Background: an optimization exercise with open tools, aiming at small area and a short achievable clock period. Do not read the settings as production practice.
At most, simulation tests tie the RTL to the original design; equivalence was not proved.
The RTL of run 3 was laid out without a check of its function.
No activity file was given, so power comes from the tool's default toggle rates.

[config.mk]
export PLATFORM = sky130hd
export DESIGN_NAME = mem_responder
export DESIGN_NICKNAME = mem_responder
export VERILOG_FILES = /design/flow/design.v
export SDC_FILE = /design/flow/constraint.sdc
export NUM_CORES = 4
export LEC_CHECK = 0
export CAP_MARGIN = 20
export CORE_MARGIN = 2
export CORE_UTILIZATION = 45
export PLACE_DENSITY = 0.6
export SETUP_SLACK_MARGIN = 1.5
export SLEW_MARGIN = 20
[constraint.sdc]
create_clock -name core_clock -period 5.0 [get_ports {clk}]
set_input_delay 1.0000 -clock core_clock [delete_from_list [all_inputs] [get_ports {clk}]]
set_output_delay 1.0000 -clock core_clock [all_outputs]
set_load 0.01 [all_outputs]
[design.v]
module mem_responder #(
  parameter int WORD_SIZE = 16,
  parameter int ADDR_BITS = 8,
  parameter int LATENCY   = 2
) (
  input  logic                 clk,
  input  logic                 reset_n,
  input  logic                 readM,
  input  logic                 writeM,
  input  logic [WORD_SIZE-1:0] address,
  input  logic [WORD_SIZE-1:0] data_in,
  output logic [WORD_SIZE-1:0] data_out,
  output logic                 ready,
  output logic                 error
);
  localparam int DEPTH = 1 << ADDR_BITS;
  localparam logic [3:0] CNT_INIT = 4'(LATENCY - 1);
  typedef enum logic [1:0] {
    IDLE = 2'd0,
    BUSY = 2'd1,
    DONE = 2'd2
  } state_t;
  state_t                 state;
  logic [3:0]             cnt;
  logic                   op_write;
  logic [ADDR_BITS-1:0]   lat_addr;
  logic [WORD_SIZE-1:0]   lat_data;
  logic [WORD_SIZE-1:0]   mem [0:DEPTH-1];
  logic                   complete;
  logic unused_addr_hi;
  assign unused_addr_hi = ^address[WORD_SIZE-1:ADDR_BITS];
  assign complete = (state == BUSY) && (cnt == 4'd0);
  always_ff @(posedge clk) begin
    if (reset_n && complete && op_write) begin
      mem[lat_addr] <= lat_data;
    end
  end
  always_ff @(posedge clk) begin
    if (!reset_n) begin
      state    <= IDLE;
      data_out <= '0;
      ready    <= 1'b0;
      error    <= 1'b0;
      cnt      <= 4'd0;
    end else begin
      case (state)
        IDLE: begin
          ready <= 1'b0;
          error <= 1'b0;
          if (readM ^ writeM) begin
            op_write <= writeM;
            lat_addr <= address[ADDR_BITS-1:0];
            lat_data <= data_in;
            cnt      <= CNT_INIT;
            state    <= BUSY;
          end else if (readM && writeM) begin
            error <= 1'b1;
            state <= DONE;
          end
        end
        BUSY: begin
          if (cnt != 4'd0) begin
            cnt <= cnt - 4'd1;
          end else begin
            if (!op_write) begin
              data_out <= mem[lat_addr];
            end
            ready <= 1'b1;
            state <= DONE;
          end
        end
        DONE: begin
          ready <= 1'b0;
          error <= 1'b0;
          if (!readM && !writeM) begin
            state <= IDLE;
          end
        end
        default: begin
          state <= IDLE;
        end
      endcase
    end
  end
endmodule
[run.sh]
#!/bin/bash
# synth_recipe.tcl (not shown) runs the flow's synth.tcl, then flattens the netlist and writes it again
# the make line also repeats each setting of config.mk as NAME=value (left out here)
make -C /OpenROAD-flow-scripts/flow DESIGN_CONFIG=/design/flow/config.mk WORK_HOME=/design/flow/orfs CLKGATE_MAP_FILE= SYNTH_SCRIPT=/design/flow/synth_recipe.tcl finish
==> metrics.cfg, run 1 <==
[place]
hpwl_um = 276000
gp_congestion = 0.913
port_buffers = 45
placed_area_um2 = 169000

[die]
ioPinCount = 54
dieWidth_um = 599
dieArea_um2 = 359000
rows = 218
die_y_um = 599
initial_utilization_pct = 45.2
coreArea_um2 = 352000

[cts]
cts_sinks = 4145
cts_tree = yes
cts.htree.levels = 5
path_clk_slew_ns = 0.06
clock_tree.root_cell = clkbuf_16
cts_inserted_buffers = 420
clk_latency_ns = 0.99
clockBufferDepth = 4
ctsHoldBuffers = 0

[sta]
min_period_ns = 3.57
timing_hold_violations_final = 0
finalSetupTns_ns = 0
grt_setup_unrepaired = true
period_share_pct = 71.5
maxSlewViolCount = 0
relSlewSlack_pct = 10.4
skew_ns = 0.0562
fmax_ghz = 0.280
tightest_slew_ns = 1.34
setup_viol = 0

[power_and_ir_drop]
total_power_mw = 73.6
ir_drop_uv = 282
p_leak_nw = 58.3
powerDensity_nw_per_um2 = 399

[global_route]
met1_usage_pct = 34.9
use_met3_pct = 5.69
antenna_found_initial = 16
grt_max_degree = 193
globalRouteTotalUtil_pct = 25.3
grt.busiest_layer = met2
grt_pass1_vias = 79800
overflow = 0
grt_pass1_wl_um = 632000
grt_util_met2_pct = 38.5

[drt]
drt_pre_antenna_iters = 6
vias = 80400
routedWlPerCell_um = 35.0
drt-total-wl_um = 457000
viasPerCell = 6.17
drc = 0
drt-initial-drc-count = 11200
ant_nets = 0

[synth]
yosysWarningCount = 1
yosysMostFrequentCell = edfxtp_1
synthDistinctLibCells = 72
async_flop_share_pct = 0
yosys.area.top_type = edfxtp_1
netlist_area_um2 = 159000
yosys_most_used_dff = edfxtp_1
netlist_top_cells_count = 4121 x edfxtp_1, 1000 x mux4_2, 416 x nand2_1
yosysTopAreaCellShare_pct = 77.7
synth_edf_count = 4121
syn_inst = 7267
synth_fp_nets = 7307
seq_area_frac_synth_pct = 78.0
yosys_register_bits = 4145
yosys-top-cells-area = edfxtp_1 78%, mux4_2 14%, mux2i_1 1.6%
synth_area_per_cell_um2 = 21.9

[worst_setup_path]
arrival_ns = 4.39
endpoint = data_out[4]$_SDFFE_PN0P_
cp_slowest_cell = mux4_2
worstSetupStartpoint = lat_addr[1]$_DFFE_PP_
worst-path-buf-inv = 5
worstSetupStartpointType = flip-flop
crit_path_end_kind = flip-flop
r2r_slack_ns = 1.43
cp_max_fo = 24
worst-path-stages = 11
r2r_end = data_out[4]$_SDFFE_PN0P_
cpPeakStageDelay_ns = 0.54
reg2reg_depth = 11
crit_chain = buf_12 -> buf_16 -> buf_16 -> mux4_2 -> mux4_2 -> a2111oi_1 -> buf_4 -> o21ai_1 -> a31oi_1 -> buf_4 -> o22ai_1
rr_startpoint = lat_addr[1]$_DFFE_PP_
critPathRequiredTime_ns = 5.82
crit_family = buffers and inverters
criticalPathCategory = flip-flop to flip-flop

[finish]
final.fill_count = 27300
layout-drive-gt1-share_pct = 29.8
synthToLayoutAreaGrowth_pct = 16.0
final_area_um2 = 185000
nets = 7996

[worst_hold_path]
hold_path.class = flip-flop to flip-flop

[status]
status = finished clean

[flow_run]
cap_violations = 0

-- worst reg2reg max path: cells and delay by family (launching register included) --
family	cells	cell delay, ns
multiplexers	2	0.92
AO/OA/AOI/OAI	4	0.75
buffers and inverters	5	1.28
flip-flops	1	0.48
-- where the power goes --
part	internal [mW]	switching, mW	total, mW	leakage, nW
logic	1.47	2.80	4.28	14.5
clock network	17.8	13.2	31.0	6.57
registers	38.3	0.0699	38.4	37.2
-- layer usage --
| layer | wire length [µm] | vias up |
|---|---|---|
| met5 | 189 | - |
| met4 | 25400 | 12 |
| met3 | 46300 | 866 |
| met2 | 209000 | 4321 |
| met1 | 176000 | 43200 |
| li1 | - | 32000 |
-- registers in the layout (all words and copies together) (netlist names) --
| register | count |
|---|---|
| mem | 4096 |
| data_out | 16 |
| lat_data | 16 |
| lat_addr | 8 |
| cnt | 4 |
| state | 2 |
| error | 1 |
| op_write | 1 |
| ready | 1 |
-- cells in the final DEF, fill, tap and decap left out, types with 21 or more instances in the layout --
master | netlist | final
a32oi_1 | 104 | 98
nor2_1 | 326 | 188
clkbuf_1 | 143 | 95
a21oi_1 | 72 | 66
buf_4 | 70 | 481
clkinv_2 | 0 | 76
bufinv_16 | 0 | 43
buf_12 | 0 | 67
clkinv_1 | 1 | 95
a22oi_1 | 42 | 40
mux2i_1 | 260 | 252
dfxtp_1 | 24 | 24
buf_6 | 6 | 56
o21ai_0 | 47 | 43
o22ai_1 | 50 | 48
edfxtp_1 | 4121 | 4121
mux4_2 | 1000 | 1000
nand3_1 | 58 | 53
nor2_2 | 0 | 121
clkbuf_16 | 0 | 429
a31oi_1 | 23 | 21
nand2_1 | 416 | 398
clkdlybuf4s50_1 | 0 | 45
-- cell type report --
cell class / count / area, µm² / share of cell area, %
antenna: 12 / 30.0 / 0.0163
clock buffer: 520 / 11000 / 5.95
clock inverter: 246 / 2460 / 1.33
inverter: 10 / 68.8 / 0.0373
multi-input combinational: 2687 / 33800 / 18.3
sequential: 4145 / 124000 / 67.3
tap: 4730 / 5920 / 3.21
timing repair buffer: 691 / 7080 / 3.83
timing repair inverter: 1 / 8.76 / 0.00474
-- worst min path at each step --
| stage | start | end | slack [ns] | depth (start not counted) |
|---|---|---|---|---|
| finish | state[0]$_SDFFE_PN0P_ | ready$_SDFFE_PN0P_ | 0.50 | 1 |
| floorplan | cnt[0]$_SDFFE_PN0P_ | cnt[0]$_SDFFE_PN0P_ | 0.46 | 1 |
| CTS | state[0]$_SDFFE_PN0P_ | ready$_SDFFE_PN0P_ | 0.50 | 1 |
| detailed placement | ready$_SDFFE_PN0P_ | ready$_SDFFE_PN0P_ | 0.49 | 1 |
| global placement | state[0]$_SDFFE_PN0P_ | ready$_SDFFE_PN0P_ | 0.49 | 1 |
| global route | lat_data[5]$_DFFE_PP_ | mem[28][5]$_DFFE_PP_ | 0.51 | 0 |
-- timing repair --
item                                     CTS  global route
gates resized for setup                   99           119
pin swaps                                  8             6
setup buffers                             21            14
endpoints found under the setup margin  3326          1394
gates cloned                               9             4
-- through the flow --
step | setup WS [ns] | hold WS, ns | instances | util (%)
floorplan | 0.954 | 0.464 | 7267 | -
global placement | 0.394 | 0.487 | 12200 | 48.0
detailed placement | 0.362 | 0.494 | 12200 | 48.1
CTS | 1.43 | 0.504 | 13000 | 52.2
global route | 1.35 | 0.515 | 13000 | 52.4
finish | 1.43 | 0.505 | 13000 | 52.4
-- cell families (layout without fill, tap and decap cells) --
group / count (synthesis) / count (layout) / share of synthesized area, %
simple gates: 922 / 923 / 2.46
compound gates: 482 / 482 / 2.20
flops: 4145 / 4145 / 78.0
buf+inv: 436 / 1468 / 1.37
other cells: 0 / 12 / 0
xor+xnor: 2 / 2 / 0.0110
fa+ha+maj: 4 / 4 / 0.0314
mux: 1276 / 1276 / 15.9
==> run 2: changes to the inputs <==
==> design.v (replaced) <==
module mem_responder #(
  parameter int WORD_SIZE = 16,
  parameter int ADDR_BITS = 8,
  parameter int LATENCY   = 2
) (
  input  logic                 clk,
  input  logic                 reset_n,
  input  logic                 readM,
  input  logic                 writeM,
  input  logic [WORD_SIZE-1:0] address,
  input  logic [WORD_SIZE-1:0] data_in,
  output logic [WORD_SIZE-1:0] data_out,
  output logic                 ready,
  output logic                 error
);
  localparam int RING  = 4;
  localparam int RBITS = 2;
  localparam int NRING = (1 << ADDR_BITS) / RING;
  localparam int KBITS = ADDR_BITS - RBITS;
  typedef enum logic [1:0] {
    S_IDLE = 2'd0,
    S_B1   = 2'd1,
    S_B2   = 2'd2,
    S_DONE = 2'd3
  } state_t;
  state_t               state;
  logic                 st_idle, st_b1, st_b2;
  logic                 op_write;
  logic [KBITS-1:0]     lat_ring;
  logic [RBITS-1:0]     lat_pos;     
  logic [WORD_SIZE-1:0] lat_data;
  logic                 pend_valid;
  logic [KBITS-1:0]     pend_ring;
  logic [RBITS-1:0]     pend_pos;
  logic [WORD_SIZE-1:0] pend_data;
  logic [RBITS-1:0]     phase;
  logic [WORD_SIZE-1:0] ring [NRING][RING];
  logic [WORD_SIZE-1:0] tap_q;
  logic [WORD_SIZE-1:0] tap_hold;
  logic unused_addr_hi;
  assign unused_addr_hi = ^address[WORD_SIZE-1:ADDR_BITS];
  assign st_idle = (state == S_IDLE);
  assign st_b1   = (state == S_B1);
  assign st_b2   = (state == S_B2);
  logic accept, conflict;
  assign accept   = st_idle && (readM ^ writeM);
  assign conflict = st_idle && readM && writeM;
  logic insert;
  assign insert = (pend_pos == RBITS'(RING - 1)) &&
                  (pend_valid || (st_b2 && op_write && reset_n));
  always_ff @(posedge clk) begin
    phase <= phase + 1'b1;
  end
  for (genvar k = 0; k < NRING; k++) begin : g_ring
    always_ff @(posedge clk) begin
      ring[k][0] <= (insert && pend_ring == KBITS'(k)) ? pend_data : ring[k][RING-1];
      for (int j = 1; j < RING; j++) ring[k][j] <= ring[k][j-1];
    end
  end
  always_comb begin
    tap_q = ring[lat_ring][{lat_pos[RBITS-1:1], 1'b0}];
  end
  always_ff @(posedge clk) begin
    tap_hold <= tap_q;
  end
  always_ff @(posedge clk) begin
    lat_pos  <= lat_pos + 1'b1;
    pend_pos <= pend_pos + 1'b1;
    if (accept) begin
      op_write <= writeM;
      lat_ring <= address[ADDR_BITS-1:RBITS];
      lat_pos  <= address[RBITS-1:0] + phase + 1'b1;
      lat_data <= data_in;
    end
    if (st_b1 && op_write) begin
      pend_ring <= lat_ring;
      pend_pos  <= lat_pos + 1'b1;
      pend_data <= lat_data;
    end
    if (insert) begin
      pend_valid <= 1'b0;
    end else if (st_b2 && op_write && reset_n) begin
      pend_valid <= 1'b1;
    end
  end
  always_ff @(posedge clk) begin
    if (!reset_n) begin
      state    <= S_IDLE;
      data_out <= '0;
      ready    <= 1'b0;
      error    <= 1'b0;
    end else begin
      ready <= (state == S_B2);
      error <= conflict;
      case (state)
        S_IDLE: if (accept) state <= S_B1;
                else if (conflict) state <= S_DONE;
        S_B1:   state <= S_B2;
        S_B2: begin
          if (!op_write) data_out <= lat_pos[0] ? tap_hold : tap_q;
          state <= S_DONE;
        end
        default: if (!readM && !writeM) state <= S_IDLE;
      endcase
    end
  end
endmodule
==> run 2 against run 1 <==
Still clean on timing, DRC and antenna. Core utilization is 2.6 points higher. Count of clock-buffer cells in the layout is 55 higher. Synthesized area fell by 30%. Wire length rose by 14%. Global-route usage up 15 points. Sequential share of layout area decreased by 5.5 points. Critical path depth did not move. Highest routed layer unchanged.
==> metrics.cfg, run 2 <==
[worst_hold_path]
holdPathStages = 2
hp-start = reset_n
holdPathEnd = ready$_SDFF_PN0_
hold_path.class = input port to flip-flop

[worst_setup_path]
crit_path_end_kind = flip-flop
arrival_ns = 4.57
r2r_slack_ns = 1.36
reg2reg_depth = 11
rr_startpoint = lat_pos[1]$_DFF_P_
cp_max_fo = 15
criticalPathCategory = flip-flop to flip-flop
worstSetupStartpoint = lat_pos[1]$_DFF_P_
r2r_end = tap_hold[6]$_DFF_P_
worstSetupStartpointType = flip-flop
critPathRequiredTime_ns = 5.92

[sta]
relSlewSlack_pct = 8.25
grt_setup_unrepaired = true
whs_ns = 0.227
tightest_slew_ns = 1.38
skew_ns = 0.0892
finalSetupTns_ns = 0
maxSlewViolCount = 0
min_period_ns = 3.64
period_share_pct = 72.9
timing_hold_violations_final = 0
setup_viol = 0
fmax_ghz = 0.274

[cts]
clk_latency_ns = 1.04
cts_tree = yes
cts.htree.levels = 5
ctsHoldBuffers = 0
clockBufferDepth = 4
cts_sinks = 4184
path_clk_slew_ns = 0.07
cts_inserted_buffers = 409
clock_tree.root_cell = clkbuf_16

[place]
port_buffers = 45
hpwl_um = 333000
placed_area_um2 = 120000
gp_congestion = 1.03

[finish]
regMostFlops = ring
layout-drive-gt1-share_pct = 29.7
multi_input_area_um2 = 27000
synthToLayoutAreaGrowth_pct = 21.8
layout_commonest_cell = dfxtp_1
final_cell_mix = 4138 x dfxtp_1, 1038 x mux2_2, 579 x a22oi_1
largest_reg_flops = 4096
final_area_um2 = 136000
nets = 8495
final.fill_count = 20200
register_area_um2 = 84200

[die]
die_y_um = 503
dieWidth_um = 503
dieArea_um2 = 253000
rows = 183
ioPinCount = 54
initial_utilization_pct = 45.1
coreArea_um2 = 248000

[drt]
drt_pre_antenna_iters = 9
drc = 0
drt-initial-drc-count = 12600
ant_nets = 0
viasPerCell = 6.20
vias = 75400
routedWlPerCell_um = 42.6
drt-total-wl_um = 519000

[synth]
yosys.area.top_type = dfxtp_1
synth_compound_area_share_pct = 8.23
netlist_area_um2 = 112000
yosysMostFrequentCell = dfxtp_1
synth_fp_nets = 7831
synth_xor_area_share_pct = 0.0313
seq_area_frac_synth_pct = 75.3
synthDistinctLibCells = 77
synth_edf_count = 45
yosysWarningCount = 2
synthAdderAreaFrac_pct = 0.0783
yosys_most_used_dff = dfxtp_1
async_flop_share_pct = 0
yosys_register_bits = 4184
yosys-top-cells-area = dfxtp_1 74%, mux2_2 10%, a22oi_1 3.9%
yosys.area_share.simple_pct = 4.06
netlist_top_cells_count = 4139 x dfxtp_1, 1038 x mux2_2, 586 x a22oi_1
yosysTopAreaCellShare_pct = 74.0
synth_area_per_cell_um2 = 14.4
synth_mux_area_share_pct = 10.6
syn_inst = 7788
synth_top_family_by_area = multiplexers

[global_route]
overflow = 0
grt_pass1_wl_um = 668000
globalRouteTotalUtil_pct = 39.9
grt_pass1_vias = 71000
antenna_found_initial = 86
grt_max_degree = 65

[power_and_ir_drop]
total_power_mw = 73.5
powerDensity_nw_per_um2 = 539
ir_drop_uv = 450
p_leak_nw = 54.3

[status]
status = finished clean

[flow_run]
cap_violations = 0

==> run 2: changes by cell type in the layout (fill, tap and decap cells not counted), moves of 73 or more <==
cell / change
dfxtp_1: +4114
edfxtp_1: -4076
mux2_2: +1022
mux4_2: -1000
a22oi_1: +539
nand2_1: -249
mux2i_1: -240
clkinv_1: -95
nor2_1: -95
nand4_1: +87
clkbuf_8: +86
a22o_1: +84
nor2_2: -73
==> run 2: worst max path at each step <==
stage                                 to  slack (ns)  cells past startpoint
5_1_grt              ring[16][9]$_DFF_P_        1.43                     10
4_1_cts        data_out[12]$_SDFFE_PN0P_        1.42                     13
6_report             tap_hold[6]$_DFF_P_        1.36                     11
2_1_floorplan      ring[200][10]$_DFF_P_        1.95                     10
3_3_place_gp         tap_hold[5]$_DFF_P_        0.50                     10
3_5_place_dp         tap_hold[5]$_DFF_P_        0.46                     10
==> run 2: cell families (layout without fill, tap and decap cells) <==
| group | Yosys count | in the layout |
|---|---|---|
| muxes | 1051 | 1051 |
| AOI/OAI and AO/OA | 1227 | 1227 |
| adders and majority gates | 7 | 7 |
| buffers and inverters | 467 | 1453 |
| DFF | 4184 | 4184 |
| other | 0 | 51 |
| xor gates and xnor gates | 4 | 4 |
| and+or+nand+nor | 848 | 856 |
==> run 2: through the flow <==
stage,utilization [%],setup WS [ns],instances
final,55.0,1.36,12200
after global routing,54.9,1.43,12100
after CTS,54.5,1.42,12000
after detailed placement,48.3,0.465,11200
after global placement,48.3,0.503,11200
after floorplan,-,1.95,7788
==> run 2: area by class of cell <==
type	instances	area share, %
Tap cell	3330	3.06
Clock inverter	166	1.55
Inverter	8	0.0229
Multi-Input combinational cell	3145	19.8
Timing Repair Buffer	704	4.97
Antenna cell	51	0.0936
Sequential cell	4184	61.8
Clock buffer	575	8.70
==> run 2: what timing repair did <==
item,4_1_cts,5_1_grt
cloned,10,4
buffers inserted,78,63
gates resized for setup,90,92
setup endpoints to repair,110,287
pin swaps,27,41
==> run 2: layer usage <==
metal	share of wire (%)	track usage [%]
met4	9.0	30.1
met3	13	14.3
met2	40	55.6
met1	38	50.5
met5	0.096	0
==> run 2: critical path, cell delays in order, from the launching register on <==
cell,delay (ns)
dfxtp_4,0.52
buf_4,0.34
or4b_4,0.61
buf_4,0.27
nor2_2,0.46
buf_4,0.34
a22oi_1,0.20
nand4_1,0.23
nor3_2,0.08
nor4bb_4,0.16
buf_4,0.18
a21oi_1,0.15
==> run 2: report_power, final <==
group          switching [mW]  internal [mW]  leakage [nW]  total, mW
Clock                    13.2           18.9          6.92       32.1
Combinational            4.92           1.56          13.6       6.48
Sequential              0.545           34.4          33.8       35.0
Total                    18.7           54.9          54.3       73.5
==> run 3: changes to the inputs <==
==> design.v (replaced) <==
module mem_responder #(
  parameter int WORD_SIZE = 16,
  parameter int ADDR_BITS = 8,
  parameter int LATENCY   = 2
) (
  input  logic                 clk,
  input  logic                 reset_n,
  input  logic                 readM,
  input  logic                 writeM,
  input  logic [WORD_SIZE-1:0] address,
  input  logic [WORD_SIZE-1:0] data_in,
  output logic [WORD_SIZE-1:0] data_out,
  output logic                 ready,
  output logic                 error
);
  localparam int RING  = 4;
  localparam int NRING = (1 << ADDR_BITS) / RING;    
  localparam int NTAP  = 2 * NRING;                  
  localparam int NHI   = 8;                          
  localparam int NLO   = NTAP / NHI;                 
  typedef enum logic [1:0] {
    S_IDLE = 2'd0,
    S_B1   = 2'd1,
    S_B2   = 2'd2,
    S_DONE = 2'd3
  } state_t;
  state_t               state;
  logic                 op_write;
  logic [5:0]           lat_ring;
  logic [1:0]           lat_sn;       
  logic [WORD_SIZE-1:0] lat_data;
  logic [NHI-1:0]       sel_hi;       
  logic [NLO-1:0]       sel_lo;       
  logic                 rd_late;      
  logic                 ld_tap, ld_hold;
  logic                 pend_valid;
  logic [5:0]           pend_ring;
  logic [1:0]           pend_sn;
  logic [WORD_SIZE-1:0] pend_data;
  logic [1:0]           phase;
  logic [WORD_SIZE-1:0] ring [NRING][RING];
  logic [WORD_SIZE-1:0] tap_q;
  logic [WORD_SIZE-1:0] tap_hold;
  logic unused_addr_hi;
  assign unused_addr_hi = ^address[WORD_SIZE-1:ADDR_BITS];
  logic st_idle, accept, conflict, wr_done;
  assign st_idle  = (state == S_IDLE);
  assign accept   = st_idle && (readM ^ writeM);
  assign conflict = st_idle && readM && writeM;
  assign wr_done  = (state == S_B2) && op_write && reset_n;
  logic insert;
  assign insert = (phase == pend_sn) && (pend_valid || wr_done);
  always_ff @(posedge clk) begin
    phase <= phase + 1'b1;
  end
  for (genvar k = 0; k < NRING; k++) begin : g_ring
    always_ff @(posedge clk) begin
      ring[k][0] <= (insert && pend_ring == 6'(k)) ? pend_data : ring[k][RING-1];
      for (int j = 1; j < RING; j++) ring[k][j] <= ring[k][j-1];
    end
  end
  always_comb begin
    tap_q = '0;
    for (int k = 0; k < NRING; k++) begin
      for (int h = 0; h < 2; h++) begin
        if (sel_hi[(2 * k + h) / NLO] && sel_lo[(2 * k + h) % NLO]) begin
          tap_q = tap_q | ring[k][2 * h];
        end
      end
    end
  end
  always_ff @(posedge clk) begin
    tap_hold <= tap_q;
  end
  logic [1:0] pos1;    
  logic [1:0] pos_t;   
  logic [6:0] tap_idx;
  assign pos1    = address[1:0] + phase + 2'd1;
  assign pos_t   = pos1 + {1'b0, pos1[0]};
  assign tap_idx = {address[7:2], pos_t[1]};
  always_ff @(posedge clk) begin
    if (st_idle) begin
      op_write <= writeM;
      lat_ring <= address[7:2];
      lat_sn   <= ~address[1:0];
      lat_data <= data_in;
      rd_late  <= pos1[0];
      for (int i = 0; i < NHI; i++) sel_hi[i] <= (tap_idx[6:4] == 3'(i));
      for (int i = 0; i < NLO; i++) sel_lo[i] <= (tap_idx[3:0] == 4'(i));
    end
    if (state == S_B1 && op_write) begin
      pend_ring <= lat_ring;
      pend_sn   <= lat_sn;
      pend_data <= lat_data;
    end
    if (insert) begin
      pend_valid <= 1'b0;
    end else if (wr_done) begin
      pend_valid <= 1'b1;
    end
  end
  always_ff @(posedge clk) begin
    ld_tap  <= reset_n && (state == S_B1) && !op_write && rd_late;
    ld_hold <= reset_n && (state == S_B1) && !op_write && !rd_late;
  end
  always_ff @(posedge clk) begin
    if (!reset_n) begin
      state    <= S_IDLE;
      data_out <= '0;
      ready    <= 1'b0;
      error    <= 1'b0;
    end else begin
      ready <= (state == S_B2);
      error <= conflict;
      if (ld_tap) data_out <= tap_q;
      else if (ld_hold) data_out <= tap_hold;
      case (state)
        S_IDLE: if (accept) state <= S_B1;
                else if (conflict) state <= S_DONE;
        S_B1:   state <= S_B2;
        S_B2:   state <= S_DONE;
        default: if (!readM && !writeM) state <= S_IDLE;
      endcase
    end
  end
endmodule
--- a/config.mk
+++ b/config.mk
@@ -9,4 +9,7 @@
 export CORE_MARGIN = 2
 export CORE_UTILIZATION = 45
+export CTS_BUF_LIST = sky130_fd_sc_hd__clkbuf_8
+export CTS_CLUSTER_DIAMETER = 50
+export CTS_CLUSTER_SIZE = 20
 export PLACE_DENSITY = 0.6
 export SETUP_SLACK_MARGIN = 1.5
==> run 3 against run 2 <==
Still clean on timing, DRC and antenna. Worst hold slack improved by 0.061 ns. Core utilization decreased by 4.5 points. Non-clock buffer count decreased by 373. Final cell count is 5.2% lower. Design area shrank 8.1%. First-iteration DRC count shrank 35%. Highest routed layer unchanged.
==> metrics.cfg, run 3 <==
[worst_setup_path]
critPathRequiredTime_ns = 6.03
cp_slowest_cell = or4_1
crit_chain = buf_4 -> a22oi_1 -> a21oi_1 -> nor2_1 -> nand4_1 -> or4_1 -> o211a_1
worst-path-buf-inv = 1
crit_family = compound AO/OA/AOI/OAI gates
criticalPathCategory = flip-flop to flip-flop
r2r_slack_ns = 1.30
arrival_ns = 4.72
worstSetupStartpointType = flip-flop
crit_path_end_kind = flip-flop
cp_max_fo = 27
cpPeakStageDelay_ns = 0.80

[synth]
yosysWarningCount = 2
synth_fp_nets = 7837
synth_area_per_cell_um2 = 14.4
yosys_most_used_dff = dfxtp_1
synth_top_family_by_area = multiplexers
synth_compound_area_share_pct = 7.83
netlist_area_um2 = 112000
synth_edf_count = 74
async_flop_share_pct = 0
yosys.area_share.simple_pct = 3.95
yosysMostFrequentCell = dfxtp_1
synthAdderAreaFrac_pct = 0.0669
seq_area_frac_synth_pct = 75.8
synth_mux_area_share_pct = 10.4
netlist_top_cells_count = 4137 x dfxtp_1, 1017 x mux2_2, 649 x a22oi_1
synthDistinctLibCells = 67
syn_inst = 7795
synth_xor_area_share_pct = 0.0546
yosys-top-cells-area = dfxtp_1 74%, mux2_2 10%, a22oi_1 4.3%
yosys_register_bits = 4211
yosysTopAreaCellShare_pct = 73.8
yosys.area.top_type = dfxtp_1

[sta]
grt_setup_unrepaired = true
relSlewSlack_pct = 18.7
period_share_pct = 73.9
fmax_ghz = 0.271
fin_ws_ns = 1.30
maxSlewViolCount = 0
finalSetupTns_ns = 0
tightest_slew_ns = 1.22
whs_ns = 0.288
min_period_ns = 3.70
timing_hold_violations_final = 0
skew_ns = 0.0906
setup_viol = 0

[place]
placed_cells = 10900
port_buffers = 45
placed_area_um2 = 117000
gp_congestion = 0.879
hpwl_um = 227000
dp_slack_ns = 0.676

[power_and_ir_drop]
p_leak_nw = 49.1
total_power_mw = 66.9
powerDensity_nw_per_um2 = 534
ir_drop_uv = 375

[drt]
drt_pre_antenna_iters = 9
vias = 66200
ant_nets = 0
drt-initial-drc-count = 8217
drc = 0
drt-total-wl_um = 381000
routedWlPerCell_um = 33.1
viasPerCell = 5.74

[finish]
layout.cells.non_filler = 11500
layout_commonest_cell = dfxtp_1
regMostFlops = ring
layout-drive-gt1-share_pct = 23.9
synthToLayoutAreaGrowth_pct = 11.7
largest_reg_flops = 4096
nets = 8000
fin_util_pct = 50.5
final_area_um2 = 125000
final_cell_mix = 4136 x dfxtp_1, 1017 x mux2_2, 649 x a22oi_1
final.fill_count = 21000

[global_route]
globalRouteTotalUtil_pct = 29.4
overflow = 0
antenna_found_initial = 23
grt_pass1_wl_um = 521000
grt_max_degree = 75
grt_pass1_vias = 66000

[cts]
cts.htree.levels = 5
clock_tree.root_cell = clkbuf_8
cts_inserted_buffers = 337
path_clk_slew_ns = 0.11
clk_latency_ns = 1.15
cts_sinks = 4211
cts_tree = yes
clockBufferDepth = 4

[die]
dieArea_um2 = 253000
die_y_um = 503
rows = 183
initial_utilization_pct = 45.2
coreArea_um2 = 248000
dieWidth_um = 503
ioPinCount = 54

[worst_hold_path]
hold_path.class = flip-flop to flip-flop

[flow_run]
cap_violations = 0

[status]
status = finished clean

run 3: changes by cell type after synthesis, moves of 61 or more:
| cell | delta |
|---|---|
| a22oi_1 | +63 |
| nand3_1 | +190 |
| clkbuf_1 | +92 |
| buf_2 | -90 |
| nor2_1 | -138 |
| a22o_1 | -68 |
| a32oi_1 | -61 |
| nand2_1 | -67 |
run 3: area by class of cell:
class / count / area, µm² / area share [%]
sequential: 4211 / 85000 / 67.9
multi-input combinational: 3043 / 25400 / 20.2
clock buffer: 360 / 4950 / 3.95
tap: 3330 / 4170 / 3.32
timing repair buffer: 331 / 3220 / 2.57
clock inverter: 210 / 2410 / 1.93
inverter: 34 / 144 / 0.115
antenna: 6 / 15.0 / 0.0120
run 3: kinds of logic after synthesis:
group | count (synthesis)
adders and majority gates | 6
buffers and inverters | 541
and+or+nand+nor | 803
AOI/OAI and AO/OA | 1187
muxes | 1040
xor gates and xnor gates | 7
DFF | 4211
run 3: final timing paths:
check        depth (start not counted)                        to                 start
min reg2reg                          0      ring[94][13]$_DFF_P_  ring[93][13]$_DFF_P_
max reg2reg                          7  data_out[8]$_SDFFE_PN0P_   sel_lo[8]$_DFFE_PP_
max                                  7  data_out[8]$_SDFFE_PN0P_   sel_lo[8]$_DFFE_PP_
min                                  0      ring[94][13]$_DFF_P_  ring[93][13]$_DFF_P_
run 3: power breakdown:
part	total, mW	leakage, nW	internal, mW	switching [mW]
combinational	11.0	11.2	1.67	9.35
clock	20.5	3.77	8.27	12.2
sequential	35.4	34.1	34.7	0.660
total	66.9	49.1	44.6	22.2
run 3: metal layers:
metal,vias up,share of wire [%],GRT usage (%)
met5,-,0.0071,0
met4,4,4.8,13.2
met3,708,8.7,5.60
met2,3324,44,44.4
met1,34100,43,41.0
li1,28100,-,-
run 3: repair_timing:
item | 4_1_cts | 5_1_grt
hold endpoints to repair | 0 | 0
cloned | 0 | 0
endpoints found under the setup margin | 612 | 276
hold buffers | 0 | 0
setup buffers | 23 | 3
pin swaps | 4 | 2
resized for setup | 37 | 15

static timing again, ports no longer ideal:
The results above use ideal ports. As a check the final layouts listed here were re-extracted and re-timed, cells and wires unchanged. Step 1, drivers: a clkbuf_16 drives clk and a buf_2 each remaining input, both assumed. Step 2 also shifts input and output timing later by t, the mid clock arrival at the registers, as if the neighbouring blocks saw the same clock. Slacks: ideal / step 1 / step 2; pairs: ideal / step 1.
run	t (ns)	slack for setup (ns)	hold slack, ns	clock arrival spread, ns	worst register clock-pin slew, ns
run 1	1.065	1.427 / 1.427 / 1.354	0.505 / 0.503 / 0.505	0.059 / 0.059	0.07 / 0.07
run 2	1.110	1.355 / 1.355 / 1.134	0.227 / 0.141 / 0.277	0.091 / 0.091	0.07 / 0.07
run 3	1.199	1.304 / 1.304 / 1.160	0.288 / 0.288 / 0.288	0.098 / 0.098	0.12 / 0.12
After both steps every run listed still meets setup and hold. For run 2, which loses most, drivers alone change the setup slack by 0.000 ns; drivers and shift together by -0.221 ns.
